Background: an optimization exercise with open tools, aiming at small area. Do not read the settings as production practice.
No functional check of the RTL was part of this run.

**flow/design.v**
```verilog
`timescale 1ns/1ps
package ex_pkg;
	typedef logic [32-1:0]     xlen_t;
	typedef logic [5-1:0] rob_idx_t;
	typedef logic [6-1:0]  pr_idx_t;
	typedef enum logic [1:0] {
		UNIT_ALU0 = 2'd0,
		UNIT_ALU1 = 2'd1,
		UNIT_MULT = 2'd2
	} fu_unit_t;
	typedef enum logic [2:0] {
		ALU_ADD  = 3'd0,
		ALU_SUB  = 3'd1,
		ALU_AND  = 3'd2,
		ALU_OR   = 3'd3,
		ALU_XOR  = 3'd4,
		ALU_SLTU = 3'd5
	} alu_op_t;
	typedef enum logic [1:0] {
		MULT_IDLE = 2'd0,
		MULT_RUN  = 2'd1,
		MULT_HOLD = 2'd2
	} mult_state_t;
endpackage
`timescale 1ns/1ps
module exec_alu (
	input  logic [2:0]          op,
	input  ex_pkg::xlen_t       a,
	input  ex_pkg::xlen_t       b,
	output ex_pkg::xlen_t       y
);
	localparam int N = 32;
	logic          inv;
	ex_pkg::xlen_t bi, p, g, sum;
	logic [N:0]    c;
	assign inv = op[0] && !op[1];
	assign bi  = b ^ {N{inv}};
	assign p   = a ^ bi;
	assign g   = a & bi;
	localparam int H = N / 2;
	always_comb begin
		logic [H-1:0] tg, tp;
		c[0] = inv;
		for (int i = 0; i < H; i++)
			c[i+1] = g[i] | (p[i] & c[i]);
		tg = g[H-1:0];
		tp = p[H-1:0];
		tg[0] = g[0] | (p[0] & inv);
		for (int l = 1; (1 << l) <= H; l++)
			for (int i = (1 << l) - 1; i < H; i += (1 << l)) begin
				tg[i] = tg[i] | (tp[i] & tg[i - (1 << (l-1))]);
				tp[i] = tp[i] & tp[i - (1 << (l-1))];
			end
		c[H] = tg[H-1];
		for (int i = H; i < N; i++)
			c[i+1] = g[i] | (p[i] & c[i]);
	end
	assign sum = p ^ c[N-1:0];
	logic ep, ec, eg, slt;
	assign ec  = !op[2] && !op[1];                  
	assign eg  = op[1];                             
	assign ep  = !(op[1] && !op[0]) && !(op[2] && op[0]);  
	assign slt = op[2] && op[0];
	always_comb begin
		y = ({N{ep}} & p) ^ (({N{ec}} & c[N-1:0]) | ({N{eg}} & g));
		y[0] = slt ? !c[N] : y[0];
	end
endmodule
`timescale 1ns/1ps
module exec_mult (
	input  logic                clock,
	input  logic                reset,
	input  logic [1:0]          hit,         
	input  logic [2*32-1:0] way_a,
	input  logic [2*32-1:0] way_b,
	output logic                busy,
	output logic                res_valid,
	output ex_pkg::xlen_t       res_value
);
	localparam int N = 32;
	ex_pkg::xlen_t mcand;       
	ex_pkg::xlen_t lo;          
	logic [15:0]   hi;          
	logic [2:0]    cy;          
	logic          bprev;       
	logic [2:0]    run;         
	logic          last;        
	logic [3:0]    neg, one, two;
	ex_pkg::xlen_t row [4];
	ex_pkg::xlen_t nvec;
	always_comb begin
		logic b2, b1, b0;
		for (int j = 0; j < 4; j++) begin
			b2 = lo[2*j+1];
			b1 = lo[2*j];
			b0 = (j == 0) ? bprev : lo[2*j-1];
			neg[j] = b2;
			one[j] = b1 ^ b0;
			two[j] = (b2 & ~b1 & ~b0) | (~b2 & b1 & b0);
		end
		nvec = '0;
		for (int j = 0; j < 4; j++) begin
			row[j] = '0;
			for (int i = 2*j; i < 32; i++)
				row[j][i] = ((one[j] & mcand[i-2*j])
					| (two[j] & ((i > 2*j) ? mcand[i-2*j-1] : 1'b0))) ^ neg[j];
			nvec[2*j] = neg[j];
		end
	end
	function automatic logic [2*32-1:0] csa(input ex_pkg::xlen_t x, y, z);
		ex_pkg::xlen_t s, c;
		s = x ^ y ^ z;
		c = ((x & y) | (x & z) | (y & z)) << 1;
		csa = {c, s};
	endfunction
	ex_pkg::xlen_t s1, c1, s2, c2, s3, c3, s4, c4;
	assign {c1, s1} = csa(row[0], row[1], row[2]);
	logic [7:0] hi_top;
	assign hi_top = mcand[N-1 -: 8] & {8{!run[0]}};
	assign {c2, s2} = csa(row[3], nvec, {8'b0, hi_top, hi});
	assign {c3, s3} = csa(s1, c1, s2);
	assign {c4, s4} = csa(s3, c3, c2);
	ex_pkg::xlen_t t;
	logic [3:0]    cout;
	always_comb begin
		logic cc;
		for (int k = 0; k < 4; k++) begin
			cc = (k < 3) ? cy[k] : 1'b0;
			for (int i = 8*k; i < 8*k + 8; i++) begin
				t[i] = s4[i] ^ c4[i] ^ cc;
				cc   = (s4[i] & c4[i]) | (s4[i] & cc) | (c4[i] & cc);
			end
			cout[k] = cc;
		end
	end
	logic start;
	assign start = |hit;
	ex_pkg::xlen_t mcand_n;
	always_ff @(posedge clock) begin
		mcand_n <= ~(({N{hit[0]}} & way_a[0 +: N]) | ({N{hit[1]}} & way_a[N +: N])
			| ({N{!start}} & {t[N-1 -: 8], mcand[N-9:0]}));
		lo    <= ({N{hit[0]}} & way_b[0 +: N]) | ({N{hit[1]}} & way_b[N +: N])
			| ({N{!start}} & {t[7:0], lo[N-1:8]});
	end
	assign mcand = ~mcand_n;
	always_ff @(posedge clock) begin
		if (start) begin
			hi    <= '0;
			cy    <= '0;
			bprev <= 1'b0;
		end else begin
			hi    <= t[23:8];
			cy    <= cout[2:0];
			bprev <= lo[7];
		end
	end
	always_ff @(posedge clock) begin
		if (reset) begin
			run  <= '0;
			last <= 1'b0;
		end else begin
			run  <= {run[1:0], start};
			last <= run[2];
		end
	end
	assign busy      = |run;
	assign res_valid = last;
	assign res_value = {t[7:0], lo[32-1:8]};
endmodule
`timescale 1ns/1ps
module complete_arbiter (
	input  logic             mult_valid,
	input  logic             alu0_valid,
	input  logic             alu1_valid,
	input  ex_pkg::rob_idx_t mult_rob,
	input  ex_pkg::rob_idx_t alu0_rob,
	input  ex_pkg::rob_idx_t alu1_rob,
	output logic             alu1_grant,
	output logic [1:0]       slot_valid,
	output logic [2:0]       slot0_sel,
	output logic [2:0]       slot1_sel
);
	logic             two;
	logic             swap;
	ex_pkg::rob_idx_t rob_first;
	ex_pkg::rob_idx_t rob_second;
	logic [2:0]       first, second;
	assign alu1_grant = alu1_valid && !(mult_valid && alu0_valid);
	assign first  = mult_valid ? 3'b001 : alu0_valid ? 3'b010 : alu1_valid ? 3'b100 : 3'b000;
	assign second = (mult_valid && alu0_valid) ? 3'b010
		: ((mult_valid ^ alu0_valid) && alu1_valid) ? 3'b100 : 3'b000;
	assign two    = |second;
	assign slot_valid = {two, mult_valid | alu0_valid | alu1_valid};
	assign rob_first  = mult_valid ? mult_rob : alu0_valid ? alu0_rob : alu1_rob;
	assign rob_second = (mult_valid && alu0_valid) ? alu0_rob : alu1_rob;
	assign swap = two && (rob_second < rob_first);
	assign slot0_sel = swap ? second : first;
	assign slot1_sel = swap ? first : second;
endmodule
`timescale 1ns/1ps
module complete_sorter #(
	parameter int W = 5 + 6 + 32
) (
	input  logic         clock,
	input  logic         reset,
	input  logic [W-1:0] mult_res,
	input  logic [W-1:0] alu0_res,
	input  logic [W-1:0] alu1_res,
	input  logic [1:0]   slot_valid,
	input  logic [2:0]   slot0_sel,
	input  logic [2:0]   slot1_sel,
	output logic [1:0]   complete_valid,
	output logic [W-1:0] slot0_q,
	output logic [W-1:0] slot1_q
);
	function automatic logic [W-1:0] pick(input logic [2:0] sel);
		pick = ({W{sel[0]}} & mult_res) | ({W{sel[1]}} & alu0_res) | ({W{sel[2]}} & alu1_res);
	endfunction
	always_ff @(posedge clock) begin
		if (reset)
			complete_valid <= '0;
		else
			complete_valid <= slot_valid;
	end
	always_ff @(posedge clock) begin
		slot0_q <= pick(slot0_sel);
		slot1_q <= pick(slot1_sel);
	end
endmodule
`timescale 1ns/1ps
module ex_stage (
	input  logic                                      clock,
	input  logic                                      reset,
	input  logic [2-1:0]                 issue_valid,
	input  logic [2*2-1:0]               issue_unit,
	input  logic [2*3-1:0]               issue_op,
	input  logic [2*32-1:0]        issue_a,
	input  logic [2*32-1:0]        issue_b,
	input  logic [2*5-1:0]    issue_rob,
	input  logic [2*6-1:0]     issue_pr,
	output logic [2-1:0]              complete_valid,
	output logic [2*5-1:0] complete_rob,
	output logic [2*6-1:0]  complete_pr,
	output logic [2*32-1:0]     complete_value,
	output logic [3-1:0]                    unit_busy
);
	localparam int W = 5 + 6 + 32;
	logic [1:0] hit0, hit1, hitm;
	always_comb begin
		for (int w = 0; w < 2; w++) begin
			hit0[w] = issue_valid[w] && (issue_unit[w*2 +: 2] == ex_pkg::UNIT_ALU0);
			hit1[w] = issue_valid[w] && (issue_unit[w*2 +: 2] == ex_pkg::UNIT_ALU1);
			hitm[w] = issue_valid[w] && (issue_unit[w*2 +: 2] == ex_pkg::UNIT_MULT);
		end
	end
	logic [W-1:0] way_res [2];
	for (genvar w = 0; w < 2; w++) begin : g_way
		ex_pkg::xlen_t y;
		exec_alu alu_i (
			.op(issue_op[w*3 +: 3]),
			.a(issue_a[w*32 +: 32]),
			.b(issue_b[w*32 +: 32]),
			.y(y)
		);
		assign way_res[w] = {issue_rob[w*5 +: 5],
			issue_pr[w*6 +: 6], y};
	end
	logic         alu0_valid, alu1_valid, alu1_grant;
	logic [W-1:0] alu0_res, alu1_res;
	always_ff @(posedge clock) begin
		if (reset)
			alu0_valid <= 1'b0;
		else
			alu0_valid <= |hit0;
	end
	logic [W-1:0] alu0_res_n, alu1_res_n;
	always_ff @(posedge clock)
		alu0_res_n <= ~(hit0[1] ? way_res[1] : way_res[0]);
	assign alu0_res = ~alu0_res_n;
	always_ff @(posedge clock) begin
		if (reset)
			alu1_valid <= 1'b0;
		else
			alu1_valid <= (|hit1) || (alu1_valid && !alu1_grant);
	end
	always_ff @(posedge clock)
		alu1_res_n <= ~(({W{hit1[0]}} & way_res[0]) | ({W{hit1[1]}} & way_res[1])
			| ({W{!(|hit1)}} & alu1_res));
	assign alu1_res = ~alu1_res_n;
	logic             mult_valid, mult_busy;
	ex_pkg::xlen_t    mult_value;
	ex_pkg::rob_idx_t mult_rob;
	ex_pkg::pr_idx_t  mult_pr;
	exec_mult mult_i (
		.clock(clock), .reset(reset),
		.hit(hitm),
		.way_a(issue_a),
		.way_b(issue_b),
		.busy(mult_busy),
		.res_valid(mult_valid),
		.res_value(mult_value)
	);
	localparam int TW = 5 + 6;
	logic [TW-1:0] mult_tag;
	always_ff @(posedge clock)
		mult_tag <= ({TW{hitm[0]}} & {issue_rob[0 +: 5], issue_pr[0 +: 6]})
			| ({TW{hitm[1]}} & {issue_rob[5 +: 5], issue_pr[6 +: 6]})
			| ({TW{!(|hitm)}} & mult_tag);
	assign {mult_rob, mult_pr} = mult_tag;
	logic [1:0] slot_valid;
	logic [2:0] slot0_sel, slot1_sel;
	complete_arbiter arbiter_i (
		.mult_valid(mult_valid), .alu0_valid(alu0_valid), .alu1_valid(alu1_valid),
		.mult_rob(mult_rob),
		.alu0_rob(alu0_res[W-1 -: 5]),
		.alu1_rob(alu1_res[W-1 -: 5]),
		.alu1_grant(alu1_grant),
		.slot_valid(slot_valid), .slot0_sel(slot0_sel), .slot1_sel(slot1_sel)
	);
	logic [W-1:0] slot0_q, slot1_q;
	complete_sorter #(.W(W)) sorter_i (
		.clock(clock), .reset(reset),
		.mult_res({mult_rob, mult_pr, mult_value}),
		.alu0_res(alu0_res), .alu1_res(alu1_res),
		.slot_valid(slot_valid), .slot0_sel(slot0_sel), .slot1_sel(slot1_sel),
		.complete_valid(complete_valid), .slot0_q(slot0_q), .slot1_q(slot1_q)
	);
	assign {complete_rob[0 +: 5], complete_pr[0 +: 6],
		complete_value[0 +: 32]} = slot0_q;
	assign {complete_rob[5 +: 5], complete_pr[6 +: 6],
		complete_value[32 +: 32]} = slot1_q;
	assign unit_busy[ex_pkg::UNIT_ALU0] = 1'b0;
	assign unit_busy[ex_pkg::UNIT_ALU1] = alu1_valid && !alu1_grant;
	assign unit_busy[ex_pkg::UNIT_MULT] = mult_busy;
endmodule
```
**flow/flow/run.sh**
```bash
#!/bin/bash
# Standard layout with three changes, none of which touches the registers:
#  - synthesis skips the generic abc -fast pass inside yosys synth (SYNTH_ARGS=-noabc),
#    so the full-adder extraction sees the RTL's own adder structure;
#  - the final ABC mapping (ABC_AREA=1) uses flow/abc_area.script, an &nf area mapping;
#  - the port buffers are plain buf_1 cells.
# Each make run writes its full output to a log file in this folder; ORFS keeps
# every tool's own log under orfs/logs.
set -euo pipefail
export BUFFER_PORTS_ARGS="-buffer_cell sky130_fd_sc_hd__buf_1"
rm -rf scripts_area
cp -r "$FLOW_HOME/scripts" scripts_area
cp flow/abc_area.script scripts_area/abc_area.script
SCRIPTS_DIR="$PWD/scripts_area" SYNTH_ARGS=-noabc bash standard.sh synth > synth_make.log 2>&1
bash standard.sh > standard_make.log 2>&1
```
**flow/flow/abc_area.script**
```
&get -n
&st
&dch -f
&nf
&put
buffer -c
topo
stime -c
upsize -c
dnsize -c
```
**flow/standard.sh**
```bash
#!/bin/bash
# synth_recipe.tcl (not shown) runs the flow's synth.tcl, then flattens the netlist and writes it again
# the make line also repeats each setting of config.mk as NAME=value (left out here)
make -C /OpenROAD-flow-scripts/flow DESIGN_CONFIG=/design/flow/config.mk WORK_HOME=/design/flow/orfs CLKGATE_MAP_FILE= SYNTH_SCRIPT=/design/flow/synth_recipe.tcl "${@:-finish}"
```
**flow/config.mk**
```make
export PLATFORM = sky130hd
export DESIGN_NAME = ex_stage
export DESIGN_NICKNAME = ex_stage
export VERILOG_FILES = /design/flow/design.v
export SDC_FILE = /design/flow/constraint.sdc
export NUM_CORES = 4
export LEC_CHECK = 0
export ABC_AREA = 1
export CAP_MARGIN = 20
export CORE_MARGIN = 2
export CORE_UTILIZATION = 60
export CTS_BUF_LIST = sky130_fd_sc_hd__clkbuf_8
export CTS_CLUSTER_DIAMETER = 60
export CTS_CLUSTER_SIZE = 16
export SLEW_MARGIN = 20
```
**flow/constraint.sdc**
```tcl
create_clock -name core_clock -period 7.0 [get_ports {clock}]
set_input_delay 1.4000 -clock core_clock [delete_from_list [all_inputs] [get_ports {clock}]]
set_output_delay 1.4000 -clock core_clock [all_outputs]
set_load 0.01 [all_outputs]
```
==> summary.md <==
| Metric | Value |
|---|---|
| Outcome | no timing/DRC/antenna violations |
| Largest net degree at the start of global routing | 77 |
| Final min period | about 6700 ps |
| Area leader, netlist | dfxtp_1 |
| Nets | 2500 |
| Number of distinct library cells after synthesis | 45 |
| Syn nets | 2318 |
| Area growth syn-to-layout | 12.3% |
| Clock Root Buffer | clkbuf_8 |
| Finished Core Util | 67.9% |
| Worst Path Max Fanout | 18 |
| Antenna violations before repair | 7 |
| Data arrival, critical path | 7200 ps |
| Final WL | 60300 µm |
| Setup TNS | 0 ps |
| DIE AREA | 31000 µm² |
| Top post-synthesis cells by area | dfxtp_1 31%, fa_1 12%, ha_1 7.7%, xor2_1 7.0%, nand2_1 6.2% |
| Vias in the first global route | approximately 16000 |
| CTS tree | built |
| Post-route ant nets | 0 |
| RSZ-0062 raised after global routing | false |
| Die W | 176 µm |
| R2r setup slk | 290 ps |
| Final hold violations | 0 |
| IO Pins | 255 |
| DP HPWL | 43400 µm |
| Std cell rows | 63 |
| Synth Register Bits | 275 |
| Post-Syn Instances | 1940 |
| Worst reg2reg path depth | 17 |
| Final global-route overflow total | 0 |
| Post-CTS Resized | 0 |
| Clock sink count | 275 |
| Via count | between 15000 and 20000 |
| Setup bufs post-CTS | 0 |
| Reg-to-reg critical path endpoint | mult_i.hi[7] |
| Dpl cells | 2481 |
| Residual DRC | 0 |
| Tot GR Track Use | 38.1% |
| Syn Area/Cell | 9.16 µm² |
| Core area | 29400 µm² |
| Non-Filler Instances | 2537 |
| Fmax | 149 MHz |
| Post-synth EDFFs | 0 |
| Startpoint Class | flip-flop |
| Synth cell count leaders | 295 x nand2_1, 275 x dfxtp_1, 143 x xor2_1 |
| CP required | ~7500 ps |
| Synth top area share | 31.0% |
| Final period util | 95.9% |
| CTS Buffer Depth | 3 |
| Synthesized cell area | about 18000 µm² |
| Worst hold margin | 458 ps |
| Slowest stage delay, CP | roughly 520 ps |
| Final Wtd Congestion | between 1 and 1.5 |
| Share of layout cells above drive strength 1 | under 10% |
| Total CTS buffers | 28 |
| Worst Min Path Start | mult_tag[0] |
| Setup WS pre-CTS | 113 ps |
| Final worst setup slack | 290 ps |
| Setup-failing EPs final | 0 |
| Rel. slew slack | ~26% |
| WL/cell | between 20 and 25 µm |
| Die height | 176 µm |
| First-pass GRT wire length | 90900 µm |
| Synth Flop Type | dfxtp_1 |
| WHS Path Cells | 2 |
| Max-Cap Viols | 0 |
| Iter 0 DRT Violations | 1646 |
| Final Max Tran Viols | 0 |
| Async SR Flop Fraction | 0% |
| Worst Tran Pin Value | 1090 ps |
| Clk slew on worst S/H paths | 100 ps |
| Clk latency of the worst-skew pair | 650 ps |
| Vias per cell | around 6.3 |
| Hold Path Sink | mult_tag[0] |
| Setup Crit Path Kind | reg2reg |
| Starting Density | 60.4% |
| Clock skew | 52.3 ps |
| Register area share after synthesis | 31.0% |
| R2R Path Start | mult_i.lo[3] |
| CP Cell Sequence | xnor2_2 > nand2_1 > buf_4 > o22ai_1 > xor2_1 > fa_1 > fa_1 > fa_1 > fa_1 > fa_1 > fa_1 > fa_1 > fa_1 > fa_1 > fa_1 > fa_1 > and2_1 |
| CP most frequent cell | fa_1 |
| H-tree depth | 1 |
| Most common cell in the netlist | nand2_1 |
| Yosys warns | 6 |
| Crit end category | flip-flop |
| Slowest stage cell, crit path | fa_1 |
| Pre-antenna DRT Iters | 6 |
| Port buffer count | 253 |
| Worst hold path type | reg2reg |
| Hold Buf Count CTS | 0 |
cell families (layout without fill, tap and decap cells):
kind of cell	Yosys count	after routing	share of synthesized area [%]
AND/OR/NAND/NOR	470	470	10.6
flip-flops	275	275	31.0
adder cells (fa/ha/maj)	214	214	19.5
XOR/XNOR	257	257	12.7
other	1	5	0.0211
buffers and inverters	180	383	3.87
AO/OA/AOI/OAI	514	514	20.7
multiplexers	29	29	1.68
worst max path at each step:
stage / depth (start not counted) / endpoint / slack (ps) / start
final: 17 / mult_i.hi[7] / 290 / mult_i.lo[3]
after global routing: 17 / mult_i.hi[7] / 10 / mult_i.lo[1]
after global placement: 17 / mult_i.hi[15] / 240 / mult_i.lo[1]
after floorplan: 18 / mult_i.hi[15] / 40 / mult_i.lo[1]
after detailed placement: 17 / mult_i.hi[7] / 110 / mult_i.lo[1]
after CTS: 17 / mult_i.hi[7] / 90 / mult_i.lo[1]
layout by cell type, fill, tap and decap left out, types with 41 or more instances in the layout:
| cell | count |
|---|---|
| a21oi_1 | 46 |
| a22oi_1 | 86 |
| buf_1 | 252 |
| buf_4 | 60 |
| dfxtp_1 | 272 |
| fa_1 | 105 |
| ha_1 | 109 |
| nand2_1 | 294 |
| nor2_1 | 122 |
| o21ai_0 | 41 |
| o221ai_1 | 86 |
| o22ai_1 | 119 |
| xnor2_1 | 110 |
| xor2_1 | 142 |
metal layers:
metal / vias to the layer above / track usage, % / share of wire [%] / wire, µm
li1: 7264 / - / - / -
met5: - / 0 / 0.083 / 50
met3: 191 / 5.77 / 9.3 / 5630
met4: 8 / 16.8 / 4.6 / 2740
met1: 7622 / 52.0 / 41 / 24900
met2: 969 / 60.3 / 45 / 27000
registers in the layout, summed over array words and instances (netlist names):
| register | count |
|---|---|
| alu1_valid | 1 |
| sorter_i.slot0_q | 43 |
| alu1_res_n | 43 |
| mult_i.run | 3 |
| mult_i.cy | 3 |
| sorter_i.complete_valid | 2 |
| sorter_i.slot1_q | 43 |
| mult_i.mcand_n | 32 |
| mult_i.lo | 32 |
| mult_i.bprev | 1 |
| mult_tag | 11 |
| alu0_valid | 1 |
| mult_i.last | 1 |
| mult_i.hi | 16 |
| alu0_res_n | 43 |
worst max-delay path, delay by kind of cell (launching register included):
kind | cells | cell delay, ps
simple gates | 2 | 260
fa+ha+maj | 11 | 5100
xor+xnor | 2 | 450
flops | 1 | 380
compound gates | 1 | 180
buf+inv | 1 | 230
metrics by stage:
stage | cell area [µm²]
floorplan | 17800
global placement | 19200
detailed placement | 19200
CTS | 19900
global route | 19900
finish | 20000
layout make-up:
class | instances | area (µm²)
antenna | 4 | 10.0
clock buffer | 32 | 440
clock inverter | 19 | 215
fill | 2507 | 9450
inverter | 15 | 56.3
multi-input combinational | 1485 | 11800
sequential | 275 | 5520
tap | 390 | 488
timing repair buffer | 317 | 1470

-- what the ideal ports hide --
The results above use ideal ports. As a check the final layout listed here was re-extracted and re-timed, cells and wires unchanged.
Step 1 (the two cells are an assumption about what drives the block):
set clk [get_ports {clock}]
set_driving_cell -lib_cell sky130_fd_sc_hd__clkbuf_16 $clk
set_driving_cell -lib_cell sky130_fd_sc_hd__buf_2 [delete_from_list [all_inputs] $clk]
Step 2 times the ports against the registers' clock, not the clock port: input delays grow and output delays shrink by t, the midpoint of the rising clock arrivals with the driver on.
a / b / c = ideal / step 1 / step 2; a / b = the first two.
t (ns): 0.669
setup WS [ns]: 0.290 / 0.290 / 0.073
worst setup path after step 2: input to register
worst data-port slew with drivers (ns): 0.10
pins driven straight from the clock port: 1
After both steps setup and hold are still met in this run. The setup slack of this run moves by 0.000 ns with the drivers and by -0.217 ns with both steps.
